What follows belongs to an exercise in optimizing a design on an open flow for small area; a production flow would make more cautious choices. Function was checked by simulation only, so behaviour that the tests miss may differ from the original. Power figures rest on the tool's default switching activity, not on a simulated workload.

run 1:
// ascon_hmac_engine
module ascon_hmac_engine
#(
  parameter int KEY_WORDS = 2,
  parameter int VERIFY_EN = 1,
  parameter int CNT_W     = 16
) (
  input  logic                        clk,
  input  logic                        rst_n,
  input  logic                        hmac_start,
  input  logic                        hmac_abort,
  input  logic [WORD_W*KEY_WORDS-1:0] key_in,
  input  logic [HASH_W-1:0]           tag_in,
  input  logic [WORD_W-1:0]           msg_in,
  input  logic                        msg_valid,
  input  logic                        msg_last,
  output logic                        msg_ready,
  output logic [WORD_W-1:0]           hc_msg,
  output logic                        hc_valid,
  output logic                        hc_start,
  output logic                        hc_last,
  input  logic                        hc_ready,
  input  logic [HASH_W-1:0]           hc_hash,
  input  logic                        hc_done,
  output logic                        hc_abort,
  output logic [HASH_W-1:0]           hmac_out,
  output logic                        hmac_done,
  output logic                        tag_ok,
  output logic                        busy,
  output logic [CNT_W-1:0]            msg_count
);
For scale: roughly 2800 cells after synthesis, about 920 flip-flops, ~1100 I/O pins, ~35000 um^2 of cells after synthesis.
export LEC_CHECK = 0
export CAP_MARGIN = 20
export CORE_MARGIN = 2
export CORE_UTILIZATION = 50
export SLEW_MARGIN = 20
export SYNTH_HIERARCHICAL = 1
export SYNTH_MINIMUM_KEEP_SIZE = 0
create_clock -name core_clock -period 7.0 [get_ports {clk}]
standard.sh (not shown) runs the stock make flow with config.mk's settings and CLKGATE_MAP_FILE= SYNTH_SCRIPT=/design/flow/synth_recipe.tcl, a recipe that flattens the netlist after the stock synthesis.
==> flow/flow/run.sh <==
#!/bin/bash
# Standard layout (the standard.sh, standard synthesis) with three changes:
#  - a small buffer (buf_1) on every port instead of the resizer's default pick
#    (the resizer may still upsize any that need it);
#  - IO pins allowed one track apart, so that a smaller die fits all 1056 pins;
#  - a clock tree of clkbuf_8 with larger sink clusters and no dummy loads.
set -euo pipefail
export BUFFER_PORTS_ARGS="-buffer_cell sky130_fd_sc_hd__buf_1"
export PLACE_PINS_ARGS="-min_distance 1 -min_distance_in_tracks"
export CTS_ARGS="-sink_clustering_enable -repair_clock_nets -dont_use_dummy_load -buf_list sky130_fd_sc_hd__clkbuf_8 -sink_clustering_size 17 -sink_clustering_max_diameter 100"
bash standard.sh > make_finish.log 2>&1
> inputs changed (run 1 -> run 2)
-- flow/flow/run.sh --
<<< run 1, line 8
export BUFFER_PORTS_ARGS="-buffer_cell sky130_fd_sc_hd__buf_1"
export PLACE_PINS_ARGS="-min_distance 1 -min_distance_in_tracks"
export CTS_ARGS="-sink_clustering_enable -repair_clock_nets -dont_use_dummy_load -buf_list sky130_fd_sc_hd__clkbuf_8 -sink_clustering_size 17 -sink_clustering_max_diameter 100"
bash standard.sh > make_finish.log 2>&1
>>> run 2, line 8
export BUFFER_PORTS_ARGS="-buffer_cell sky130_fd_sc_hd__buf_1"
export PLACE_PINS_ARGS="-min_distance 1 -min_distance_in_tracks"
export CTS_ARGS="-sink_clustering_enable -repair_clock_nets -dont_use_dummy_load -buf_list sky130_fd_sc_hd__clkbuf_8 -sink_clustering_size 16 -sink_clustering_max_diameter 100"
bash standard.sh > make_finish.log 2>&1
Results
Per the final summary, run 2 finished and its layout is clean on timing, DRC and antenna. Summary of run 2 over run 1: via count rose by 121; combinational power closely matched the old numbers; layout clock buffer count grew by 14%; final instance area saw little to no change. Comparing run 2 and run 1, worst slew margin relative to its limit is lower on run 1. Run 2 ended up with a higher least setup slack across all paths after layout than run 1 did. The wire length reported for run 2 is greater than that of run 1 by 0.65%. When run 2 is set beside run 1, its final cycle utilization of the critical path turns out to be 0.98 points smaller. In terms of worst hold slack, run 1 and run 2 differ only marginally. STATUS fmax: run 2 wins against run 1.

---

Setup of alpha:
The RTL this note starts from:
==> flow/design.v <==
package ascon_hmac_pkg;
  localparam int WORD_W = 64;
  localparam int HASH_W = 256;
  localparam int HASH_WORDS = HASH_W / WORD_W;
  localparam logic [WORD_W-1:0] IPAD = {8{8'h36}};
  localparam logic [WORD_W-1:0] OPAD = {8{8'h5c}};
endpackage
import ascon_hmac_pkg::*;
module hmac_word_seq (
  input  logic [WORD_W-1:0]   key0,
  input  logic [WORD_W-1:0]   key1,
  input  logic [HASH_W-1:0]   inner,
  input  logic [WORD_W-1:0]   msg,
  input  logic                okey,
  input  logic [6:0]          sel,    
  output logic [WORD_W-1:0]   word
);
  logic [WORD_W-1:0] pad;
  assign pad = okey ? OPAD : IPAD;
  assign word = ({WORD_W{sel[0]}} & (key0 ^ pad))
              | ({WORD_W{sel[1]}} & (key1 ^ pad))
              | ({WORD_W{sel[2]}} & inner[255:192])
              | ({WORD_W{sel[3]}} & inner[191:128])
              | ({WORD_W{sel[4]}} & inner[127:64])
              | ({WORD_W{sel[5]}} & inner[63:0])
              | ({WORD_W{sel[6]}} & msg);
endmodule
import ascon_hmac_pkg::*;
module ascon_hmac_engine
#(
  parameter int KEY_WORDS = 2,
  parameter int VERIFY_EN = 1,
  parameter int CNT_W     = 16
) (
  input  logic                        clk,
  input  logic                        rst_n,
  input  logic                        hmac_start,
  input  logic                        hmac_abort,
  input  logic [WORD_W*KEY_WORDS-1:0] key_in,
  input  logic [HASH_W-1:0]           tag_in,
  input  logic [WORD_W-1:0]           msg_in,
  input  logic                        msg_valid,
  input  logic                        msg_last,
  output logic                        msg_ready,
  output logic [WORD_W-1:0]           hc_msg,
  output logic                        hc_valid,
  output logic                        hc_start,
  output logic                        hc_last,
  input  logic                        hc_ready,
  input  logic [HASH_W-1:0]           hc_hash,
  input  logic                        hc_done,
  output logic                        hc_abort,
  output logic [HASH_W-1:0]           hmac_out,
  output logic                        hmac_done,
  output logic                        tag_ok,
  output logic                        busy,
  output logic [CNT_W-1:0]            msg_count
);
  localparam logic [3:0] S_IDLE  = 4'd0,
                         S_IK0   = 4'd1,
                         S_IK1   = 4'd2,
                         S_IMSG  = 4'd3,
                         S_IWAIT = 4'd4,
                         S_OK0   = 4'd5,
                         S_OK1   = 4'd6,
                         S_OH0   = 4'd7,
                         S_OH1   = 4'd8,
                         S_OH2   = 4'd9,
                         S_OH3   = 4'd10,
                         S_OWAIT = 4'd11,
                         S_DONE  = 4'd12;
  logic [3:0]       state, state_nx;
  logic [127:0]     key_r;
  logic [HASH_W-1:0] tag_r;
  logic [HASH_W-1:0] inner_r;
  logic s_idle, s_ik0, s_ik1, s_imsg, s_iwait, s_ok0, s_ok1;
  logic s_oh0, s_oh1, s_oh2, s_oh3, s_owait, s_done;
  assign s_idle  = (state == S_IDLE);
  assign s_ik0   = (state == S_IK0);
  assign s_ik1   = (state == S_IK1);
  assign s_imsg  = (state == S_IMSG);
  assign s_iwait = (state == S_IWAIT);
  assign s_ok0   = (state == S_OK0);
  assign s_ok1   = (state == S_OK1);
  assign s_oh0   = (state == S_OH0);
  assign s_oh1   = (state == S_OH1);
  assign s_oh2   = (state == S_OH2);
  assign s_oh3   = (state == S_OH3);
  assign s_owait = (state == S_OWAIT);
  assign s_done  = (state == S_DONE);
  logic fixed_word;   
  assign fixed_word = s_ik0 | s_ik1 | s_ok0 | s_ok1 | s_oh0 | s_oh1 | s_oh2 | s_oh3;
  hmac_word_seq u_seq (
    .key0 (key_r[127:64]),
    .key1 (key_r[63:0]),
    .inner(inner_r),
    .msg  (msg_in),
    .okey (s_ok0 | s_ok1),
    .sel  ({s_imsg, s_oh3, s_oh2, s_oh1, s_oh0, s_ik1 | s_ok1, s_ik0 | s_ok0}),
    .word (hc_msg)
  );
  assign hc_valid  = fixed_word | (s_imsg & msg_valid);
  assign hc_start  = s_ik0 | s_ok0;
  assign hc_last   = s_oh3 | (s_imsg & msg_last);
  assign msg_ready = s_imsg & hc_ready;
  always_comb begin
    state_nx = state;
    if (hmac_abort) begin
      state_nx = S_IDLE;
    end else begin
      case (state)
        S_IDLE:  if (hmac_start) state_nx = S_IK0;
        S_IMSG:  if (msg_valid && hc_ready && msg_last) state_nx = S_IWAIT;
        S_IWAIT: if (hc_done) state_nx = S_OK0;
        S_OWAIT: if (hc_done) state_nx = S_DONE;
        S_DONE:  state_nx = S_IDLE;
        default: if (hc_ready) state_nx = state + 4'd1;
      endcase
    end
  end
  always_ff @(posedge clk or negedge rst_n) begin
    if (!rst_n) begin
      state     <= S_IDLE;
      hmac_out  <= '0;
      tag_ok    <= 1'b0;
      hmac_done <= 1'b0;
      busy      <= 1'b0;
      msg_count <= '0;
      hc_abort  <= 1'b0;
    end else begin
      state     <= state_nx;
      busy      <= (state_nx != S_IDLE);
      hc_abort  <= hmac_abort & ~s_idle & ~s_done;
      hmac_done <= ~hmac_abort & s_owait & hc_done;
      if (~hmac_abort & s_owait & hc_done) begin
        hmac_out <= hc_hash;
        tag_ok   <= (hc_hash == tag_r);
      end
      if (~hmac_abort & s_idle & hmac_start)
        msg_count <= '0;
      else if (~hmac_abort & s_imsg & msg_valid & hc_ready)
        msg_count <= msg_count + CNT_W'(1);
    end
  end
  always_ff @(posedge clk) begin
    if (s_idle) begin
      key_r <= key_in;
      tag_r <= tag_in;
    end
    if (s_iwait) inner_r <= hc_hash;
  end
endmodule
Settings: LEC_CHECK=0, CAP_MARGIN=20, CORE_MARGIN=2, CORE_UTILIZATION=65, SLEW_MARGIN=20; clock period 7.0 ns.
==> flow/flow/run.sh <==
#!/bin/bash
# Standard layout, with a small buffer (buf_1) on every port instead of the
# resizer's default pick; the resizer may still upsize any that need it.
set -euo pipefail
export BUFFER_PORTS_ARGS="-buffer_cell sky130_fd_sc_hd__buf_1"
bash standard.sh > make_finish.log 2>&1
alpha failed in I/O pin placement with PPL-0024.
Changes in beta relative to alpha:
- CTS_BUF_LIST now sky130_fd_sc_hd__clkbuf_4 sky130_fd_sc_hd__clkbuf_8, previously not set
- CORE_UTILIZATION now 60, was 65
==> flow/flow/run.sh <==
#!/bin/bash
# Standard layout, with a small buffer (buf_1) on every port instead of the
# resizer's default pick (the resizer may still upsize any that need it), and
# IO pins allowed one track apart so that a smaller die fits all 1056 pins.
set -euo pipefail
export BUFFER_PORTS_ARGS="-buffer_cell sky130_fd_sc_hd__buf_1"
export PLACE_PINS_ARGS="-min_distance 1 -min_distance_in_tracks"
bash standard.sh > make_finish.log 2>&1
--- outcome ---
Re area after synthesis: no difference whatsoever between beta and alpha. In the flow results for alpha and beta, the vertical die dimension is larger on beta. Going from alpha to beta, number of standard-cell rows in the floorplan picked up an extra 4; simple-gate area share of the yosys netlist neither gained nor lost much. Per the comparison of beta with alpha, initial core utilization shrank by 5.5 points; number of unique standard cell types used by synthesis held; number of enable flip-flop cells after synthesis barely changed. beta finished every stage and its layout cleared the timing, DRC and antenna checks.

## afterwards: timing with drivers on the ports
No port has a modelled driver above. Below, the same layouts with a new extraction and two added sets of constraints.
Step 1 (the two cells are an assumption about what drives the block):
set clk [get_ports {clk}]
set_driving_cell -lib_cell sky130_fd_sc_hd__clkbuf_16 $clk
set_driving_cell -lib_cell sky130_fd_sc_hd__buf_2 [delete_from_list [all_inputs] $clk]
Step 2 moves the port delays by t, midway between the first and last clock arrival at a register: inputs arrive t later, outputs are due t later. That takes back most of the time a late clock gives input paths.
Three values: ideal ports, drivers, drivers and shift; two values: the first two.
run | t (ns) | setup slack, ns | worst setup path after step 2 | latest minus earliest clock arrival (ns) | worst slew at a driven data input, ns
run 1 | 0.810 | 1.782 / 1.713 / 2.523 | register to output | 0.033 / 0.033 | 0.24
run 2 | 0.731 | 1.851 / 1.780 / 2.511 | register to output | 0.082 / 0.082 | 0.26
beta | 0.862 | 1.644 / 1.579 / 2.441 | register to output | 0.032 / 0.032 | 0.19
After both steps every run listed still meets setup and hold.
